This is an optimization exercise on Yosys and OpenROAD, whose aim is small area, a short achievable clock period and few clock cycles, not a production implementation. Only simulation tests tie the RTL to the original design; equivalence was not proved.

== run 1 ==
==> flow/design.v <==
package tfsl_pkg;
    localparam int MAX_FRAMES    = 256;
    localparam int DURATION_BITS = 16;
    localparam int FRAME_BITS    = $clog2(MAX_FRAMES);
    localparam int FIELD_BITS    = 8;
    localparam int TIME_BITS     = 32;
    localparam int TOTAL_BITS    = DURATION_BITS + FIELD_BITS + 1;
    localparam int STEP_BITS     = $clog2(TIME_BITS);
    localparam logic OP_LOAD  = 1'b0;
    localparam logic OP_QUERY = 1'b1;
    localparam logic [1:0] DIR_FORWARD  = 2'd0;
    localparam logic [1:0] DIR_REVERSE  = 2'd1;
    localparam logic [1:0] DIR_PINGPONG = 2'd2;
    typedef struct packed {
        logic                  operation;
        logic [FIELD_BITS-1:0] table_index;
        logic [15:0]           frame_duration;
        logic [FIELD_BITS-1:0] first_frame;
        logic [FIELD_BITS-1:0] last_frame;
        logic [1:0]            play_direction;
        logic [TIME_BITS-1:0]  query_time;
    } tfsl_in_t;
    typedef struct packed {
        logic [FIELD_BITS-1:0] frame_number;
        logic                  zero_length;
    } tfsl_out_t;
endpackage
module tfsl_ram #(
    parameter int WIDTH = 16,
    parameter int DEPTH = 256
) (
    input  logic                     clk,
    input  logic                     we,
    input  logic [$clog2(DEPTH)-1:0] waddr,
    input  logic [WIDTH-1:0]         wdata,
    input  logic [$clog2(DEPTH)-1:0] raddr,
    output logic [WIDTH-1:0]         rdata
);
    logic [WIDTH-1:0] mem [DEPTH];
    always_ff @(posedge clk)
    begin
        if (we)
        begin
            mem[waddr] <= wdata;
        end
        rdata <= mem[raddr];
    end
endmodule
module timed_frame_sequence_lookup (
    input  logic        clk,
    input  logic        rst_n,
    input  logic        item_valid,
    output logic        item_ready,
    input  logic        item_op,
    input  logic [7:0]  item_index,
    input  logic [15:0] item_duration,
    input  logic [7:0]  item_first,
    input  logic [7:0]  item_last,
    input  logic [1:0]  item_dir,
    input  logic [31:0] item_time,
    output logic        result_valid,
    input  logic        result_ready,
    output logic [7:0]  result_frame,
    output logic        result_zero
);
    localparam int MAX_FRAMES    = tfsl_pkg::MAX_FRAMES;
    localparam int DURATION_BITS = tfsl_pkg::DURATION_BITS;
    localparam int FRAME_BITS    = tfsl_pkg::FRAME_BITS;
    localparam int FIELD_BITS    = tfsl_pkg::FIELD_BITS;
    localparam int TIME_BITS     = tfsl_pkg::TIME_BITS;
    localparam int TOTAL_BITS    = tfsl_pkg::TOTAL_BITS;
    localparam int STEP_BITS     = tfsl_pkg::STEP_BITS;
    localparam logic OP_LOAD  = tfsl_pkg::OP_LOAD;
    localparam logic OP_QUERY = tfsl_pkg::OP_QUERY;
    localparam logic [1:0] DIR_FORWARD  = tfsl_pkg::DIR_FORWARD;
    localparam logic [1:0] DIR_REVERSE  = tfsl_pkg::DIR_REVERSE;
    localparam logic [1:0] DIR_PINGPONG = tfsl_pkg::DIR_PINGPONG;
    tfsl_pkg::tfsl_in_t  item;
    tfsl_pkg::tfsl_out_t result;
    assign item = {item_op, item_index, item_duration, item_first, item_last,
                   item_dir, item_time};
    localparam logic [2:0] S_IDLE  = 3'd0;
    localparam logic [2:0] S_SUM   = 3'd1;
    localparam logic [2:0] S_FIX   = 3'd2;
    localparam logic [2:0] S_CHECK = 3'd3;
    localparam logic [2:0] S_DIV   = 3'd4;
    localparam logic [2:0] S_WALK  = 3'd5;
    localparam logic [2:0] S_DONE  = 3'd6;
    logic [2:0]               state_reg, state_next;
    logic [FIELD_BITS-1:0]    first_reg, first_next;
    logic [FIELD_BITS-1:0]    last_reg, last_next;
    logic [1:0]               dir_reg, dir_next;
    logic [TIME_BITS-1:0]     dividend_reg, dividend_next;
    logic [FIELD_BITS-1:0]    addr_reg, addr_next;
    logic                     down_reg, down_next;
    logic                     issue_reg, issue_next;
    logic                     rd_valid_reg, rd_valid_next;
    logic                     rd_first_reg, rd_first_next;
    logic                     rd_end_reg, rd_end_next;
    logic [FIELD_BITS-1:0]    rd_frame_reg, rd_frame_next;
    logic [TOTAL_BITS-1:0]    total_reg, total_next;
    logic [DURATION_BITS-1:0] dfirst_reg, dfirst_next;
    logic [DURATION_BITS-1:0] dlast_reg, dlast_next;
    logic [TOTAL_BITS:0]      rem_reg, rem_next;
    logic [STEP_BITS-1:0]     step_reg, step_next;
    logic [FIELD_BITS-1:0]    frame_reg, frame_next;
    logic                     zero_reg, zero_next;
    logic                     result_valid_reg, result_valid_next;
    tfsl_pkg::tfsl_out_t      result_reg, result_next;
    logic                     accept;
    logic                     ram_we;
    logic [DURATION_BITS-1:0] ram_rdata;
    logic [TOTAL_BITS:0]      shifted;
    logic [TOTAL_BITS:0]      dur_ext;
    logic [FIELD_BITS-1:0]    walk_addr;
    logic                     walk_down;
    assign accept     = item_valid && item_ready;
    assign item_ready = (state_reg == S_IDLE);
    assign ram_we     = accept && (item.operation == OP_LOAD);
    tfsl_ram #(
        .WIDTH (DURATION_BITS),
        .DEPTH (MAX_FRAMES)
    ) u_table (
        .clk   (clk),
        .we    (ram_we),
        .waddr (FRAME_BITS'(item.table_index)),
        .wdata (DURATION_BITS'(item.frame_duration)),
        .raddr (FRAME_BITS'(addr_reg)),
        .rdata (ram_rdata)
    );
    assign shifted = {rem_reg[TOTAL_BITS-1:0], dividend_reg[TIME_BITS-1]};
    assign dur_ext = {{(TOTAL_BITS + 1 - DURATION_BITS){1'b0}}, ram_rdata};
    logic [4:0] skip_bits;
    always_comb
    begin
        skip_bits = '0;
        for (int i = 1; i < TOTAL_BITS; i++)
        begin
            if (total_reg[i])
            begin
                skip_bits = 5'(i);
            end
        end
    end
    always_comb
    begin
        walk_addr = first_reg;
        walk_down = 1'b0;
        if (dir_reg == DIR_REVERSE)
        begin
            walk_addr = last_reg;
            walk_down = 1'b1;
        end
    end
    always_comb
    begin
        state_next        = state_reg;
        first_next        = first_reg;
        last_next         = last_reg;
        dir_next          = dir_reg;
        dividend_next     = dividend_reg;
        addr_next         = addr_reg;
        down_next         = down_reg;
        issue_next        = 1'b0;
        rd_valid_next     = 1'b0;
        rd_first_next     = 1'b0;
        rd_end_next       = 1'b0;
        rd_frame_next     = addr_reg;
        total_next        = total_reg;
        dfirst_next       = dfirst_reg;
        dlast_next        = dlast_reg;
        rem_next          = rem_reg;
        step_next         = step_reg;
        frame_next        = frame_reg;
        zero_next         = zero_reg;
        result_valid_next = result_valid_reg;
        result_next       = result_reg;
        if (result_valid_reg && result_ready)
        begin
            result_valid_next = 1'b0;
        end
        unique case (state_reg)
            S_IDLE:
            begin
                if (accept && (item.operation == OP_QUERY))
                begin
                    first_next    = item.first_frame;
                    last_next     = item.last_frame;
                    dir_next      = item.play_direction;
                    dividend_next = item.query_time;
                    addr_next     = item.first_frame;
                    total_next    = '0;
                    frame_next    = item.first_frame;
                    zero_next     = 1'b0;
                    if (item.last_frame < item.first_frame)
                    begin
                        zero_next  = 1'b1;
                        state_next = S_DONE;
                    end
                    else
                    begin
                        issue_next = 1'b1;
                        state_next = S_SUM;
                    end
                end
            end
            S_SUM:
            begin
                if (issue_reg)
                begin
                    rd_valid_next = 1'b1;
                    rd_first_next = (addr_reg == first_reg);
                    rd_end_next   = (addr_reg == last_reg);
                    issue_next    = (addr_reg != last_reg);
                    addr_next     = addr_reg + 1'b1;
                end
                if (rd_valid_reg)
                begin
                    total_next = total_reg + TOTAL_BITS'(ram_rdata);
                    if (rd_first_reg)
                    begin
                        dfirst_next = ram_rdata;
                    end
                    if (rd_end_reg)
                    begin
                        dlast_next = ram_rdata;
                        state_next = S_FIX;
                    end
                end
            end
            S_FIX:
            begin
                if (dir_reg == DIR_PINGPONG)
                begin
                    total_next = (total_reg << 1) - TOTAL_BITS'(dfirst_reg)
                                 - TOTAL_BITS'(dlast_reg);
                end
                state_next = S_CHECK;
            end
            S_CHECK:
            begin
                if (total_reg == '0)
                begin
                    zero_next  = 1'b1;
                    state_next = S_DONE;
                end
                else
                begin
                    rem_next      = (TOTAL_BITS+1)'({32'b0, dividend_reg} >> (6'd32 - 6'(skip_bits)));
                    dividend_next = dividend_reg << skip_bits;
                    step_next     = STEP_BITS'(skip_bits);
                    state_next    = S_DIV;
                end
            end
            S_DIV:
            begin
                if (shifted >= {1'b0, total_reg})
                begin
                    rem_next = shifted - {1'b0, total_reg};
                end
                else
                begin
                    rem_next = shifted;
                end
                dividend_next = dividend_reg << 1;
                step_next     = step_reg + 1'b1;
                if (step_reg == STEP_BITS'(TIME_BITS - 1))
                begin
                    addr_next  = walk_addr;
                    down_next  = walk_down;
                    state_next = S_WALK;
                end
            end
            S_WALK:
            begin
                rd_valid_next = 1'b1;
                if ((dir_reg == DIR_PINGPONG) && !down_reg && (addr_reg == last_reg))
                begin
                    down_next = 1'b1;
                    addr_next = last_reg - 1'b1;
                end
                else if (down_reg)
                begin
                    addr_next = addr_reg - 1'b1;
                end
                else
                begin
                    addr_next = addr_reg + 1'b1;
                end
                if (rd_valid_reg)
                begin
                    if (rem_reg < dur_ext)
                    begin
                        frame_next    = rd_frame_reg;
                        rd_valid_next = 1'b0;
                        state_next    = S_DONE;
                    end
                    else
                    begin
                        rem_next = rem_reg - dur_ext;
                    end
                end
            end
            S_DONE:
            begin
                if (!result_valid_reg || result_ready)
                begin
                    result_valid_next        = 1'b1;
                    result_next.frame_number = frame_reg;
                    result_next.zero_length  = zero_reg;
                    state_next               = S_IDLE;
                end
            end
            default:
            begin
                state_next = S_IDLE;
            end
        endcase
    end
    always_ff @(posedge clk or negedge rst_n)
    begin
        if (!rst_n)
        begin
            state_reg        <= S_IDLE;
            issue_reg        <= 1'b0;
            rd_valid_reg     <= 1'b0;
            result_valid_reg <= 1'b0;
        end
        else
        begin
            state_reg        <= state_next;
            issue_reg        <= issue_next;
            rd_valid_reg     <= rd_valid_next;
            result_valid_reg <= result_valid_next;
        end
    end
    always_ff @(posedge clk)
    begin
        first_reg    <= first_next;
        last_reg     <= last_next;
        dir_reg      <= dir_next;
        dividend_reg <= dividend_next;
        addr_reg     <= addr_next;
        down_reg     <= down_next;
        rd_first_reg <= rd_first_next;
        rd_end_reg   <= rd_end_next;
        rd_frame_reg <= rd_frame_next;
        total_reg    <= total_next;
        dfirst_reg   <= dfirst_next;
        dlast_reg    <= dlast_next;
        rem_reg      <= rem_next;
        step_reg     <= step_next;
        frame_reg    <= frame_next;
        zero_reg     <= zero_next;
        result_reg   <= result_next;
    end
    assign result_valid = result_valid_reg;
    assign result       = result_reg;
    assign result_frame = result.frame_number;
    assign result_zero  = result.zero_length;
endmodule
clock: 6.0 ns
lec_check: 0
cap_margin: 20
core_margin: 2
core_utilization: 40
slew_margin: 20
synth_memory_max_bits: 16384
run.sh (not shown) runs the stock make flow with config.mk's settings and CLKGATE_MAP_FILE= SYNTH_SCRIPT=/design/flow/synth_recipe.tcl, a recipe that flattens the netlist after the stock synthesis.
Run 1 finished all stages; the layout is clean.
Testbench counts of run 1, summed over its fixed seeds: cycles 119,563.
[inputs] run 2 vs run 1
--- a/flow/design.v
+++ b/flow/design.v
@@ -112,13 +112,14 @@
     logic [DURATION_BITS-1:0] ram_rdata;
     logic [TOTAL_BITS:0]      shifted;
     logic [TOTAL_BITS:0]      dur_ext;
     logic [FIELD_BITS-1:0]    walk_addr;
     logic                     walk_down;
     assign accept     = item_valid && item_ready;
-    assign item_ready = (state_reg == S_IDLE);
+    assign item_ready = (state_reg == S_IDLE) ||
+                        ((state_reg == S_DONE) && (!result_valid_reg || result_ready));
     assign ram_we     = accept && (item.operation == OP_LOAD);
     tfsl_ram #(
         .WIDTH (DURATION_BITS),
         .DEPTH (MAX_FRAMES)
     ) u_table (
         .clk   (clk),
@@ -306,12 +307,33 @@
                 if (!result_valid_reg || result_ready)
                 begin
                     result_valid_next        = 1'b1;
                     result_next.frame_number = frame_reg;
                     result_next.zero_length  = zero_reg;
                     state_next               = S_IDLE;
+                    if (accept && (item.operation == OP_QUERY))
+                    begin
+                        first_next    = item.first_frame;
+                        last_next     = item.last_frame;
+                        dir_next      = item.play_direction;
+                        dividend_next = item.query_time;
+                        addr_next     = item.first_frame;
+                        total_next    = '0;
+                        frame_next    = item.first_frame;
+                        zero_next     = 1'b0;
+                        if (item.last_frame < item.first_frame)
+                        begin
+                            zero_next  = 1'b1;
+                            state_next = S_DONE;
+                        end
+                        else
+                        begin
+                            issue_next = 1'b1;
+                            state_next = S_SUM;
+                        end
+                    end
                 end
             end
             default:
             begin
                 state_next = S_IDLE;
             end
## What came out
Netlist area before placement across run 2 and run 1: no real change. Comparing run 2 and run 1, the higher final cycle utilization of the critical path was measured on run 2. There was hardly any difference in filler cell count in the final layout between run 1 and run 2. | multiplexer fraction of the synthesized cell area | run 2 vs run 1 | ≈ equal |. Clock buffer count of run 2 is on par with run 1. Status: share of the core filled with cells parity (run 1, run 2). Looking at required time of the critical path, run 2 sits 80 ps lower than run 1 does. For total instance count after detailed placement, run 2 and run 1 come out practically identical. Taking run 1 as the reference point, the global-route usage of run 2 rises by 0.56 points.
Testbench counts of run 2, summed over its fixed seeds: cycles 116,650.

## separate check: timing with driven ports
The flow's constraints put no driver on any port. The routed layouts listed below were extracted and timed again, unchanged, in two steps.
Step 1 (the two cells are an assumption about what drives the block):
set clk [get_ports {clk}]
set_driving_cell -lib_cell sky130_fd_sc_hd__clkbuf_16 $clk
set_driving_cell -lib_cell sky130_fd_sc_hd__buf_2 [delete_from_list [all_inputs] $clk]
Step 2, shift: input delay + t, output delay - t, t = (earliest + latest rising clock arrival at the registers) / 2. This alone moves slack from input paths to output paths.
Slacks: ideal / step 1 / step 2; pairs: ideal / step 1.
run	shift t [ns]	setup slack, ns	pins driven straight from the clock port
run 1	1.087	1.066 / 1.066 / 1.066	1
run 2	1.062	1.022 / 1.022 / 0.671	1
After both steps setup and hold are still met in every run listed. For run 2, which loses most, drivers alone change the setup slack by 0.000 ns; drivers and shift together by -0.351 ns.
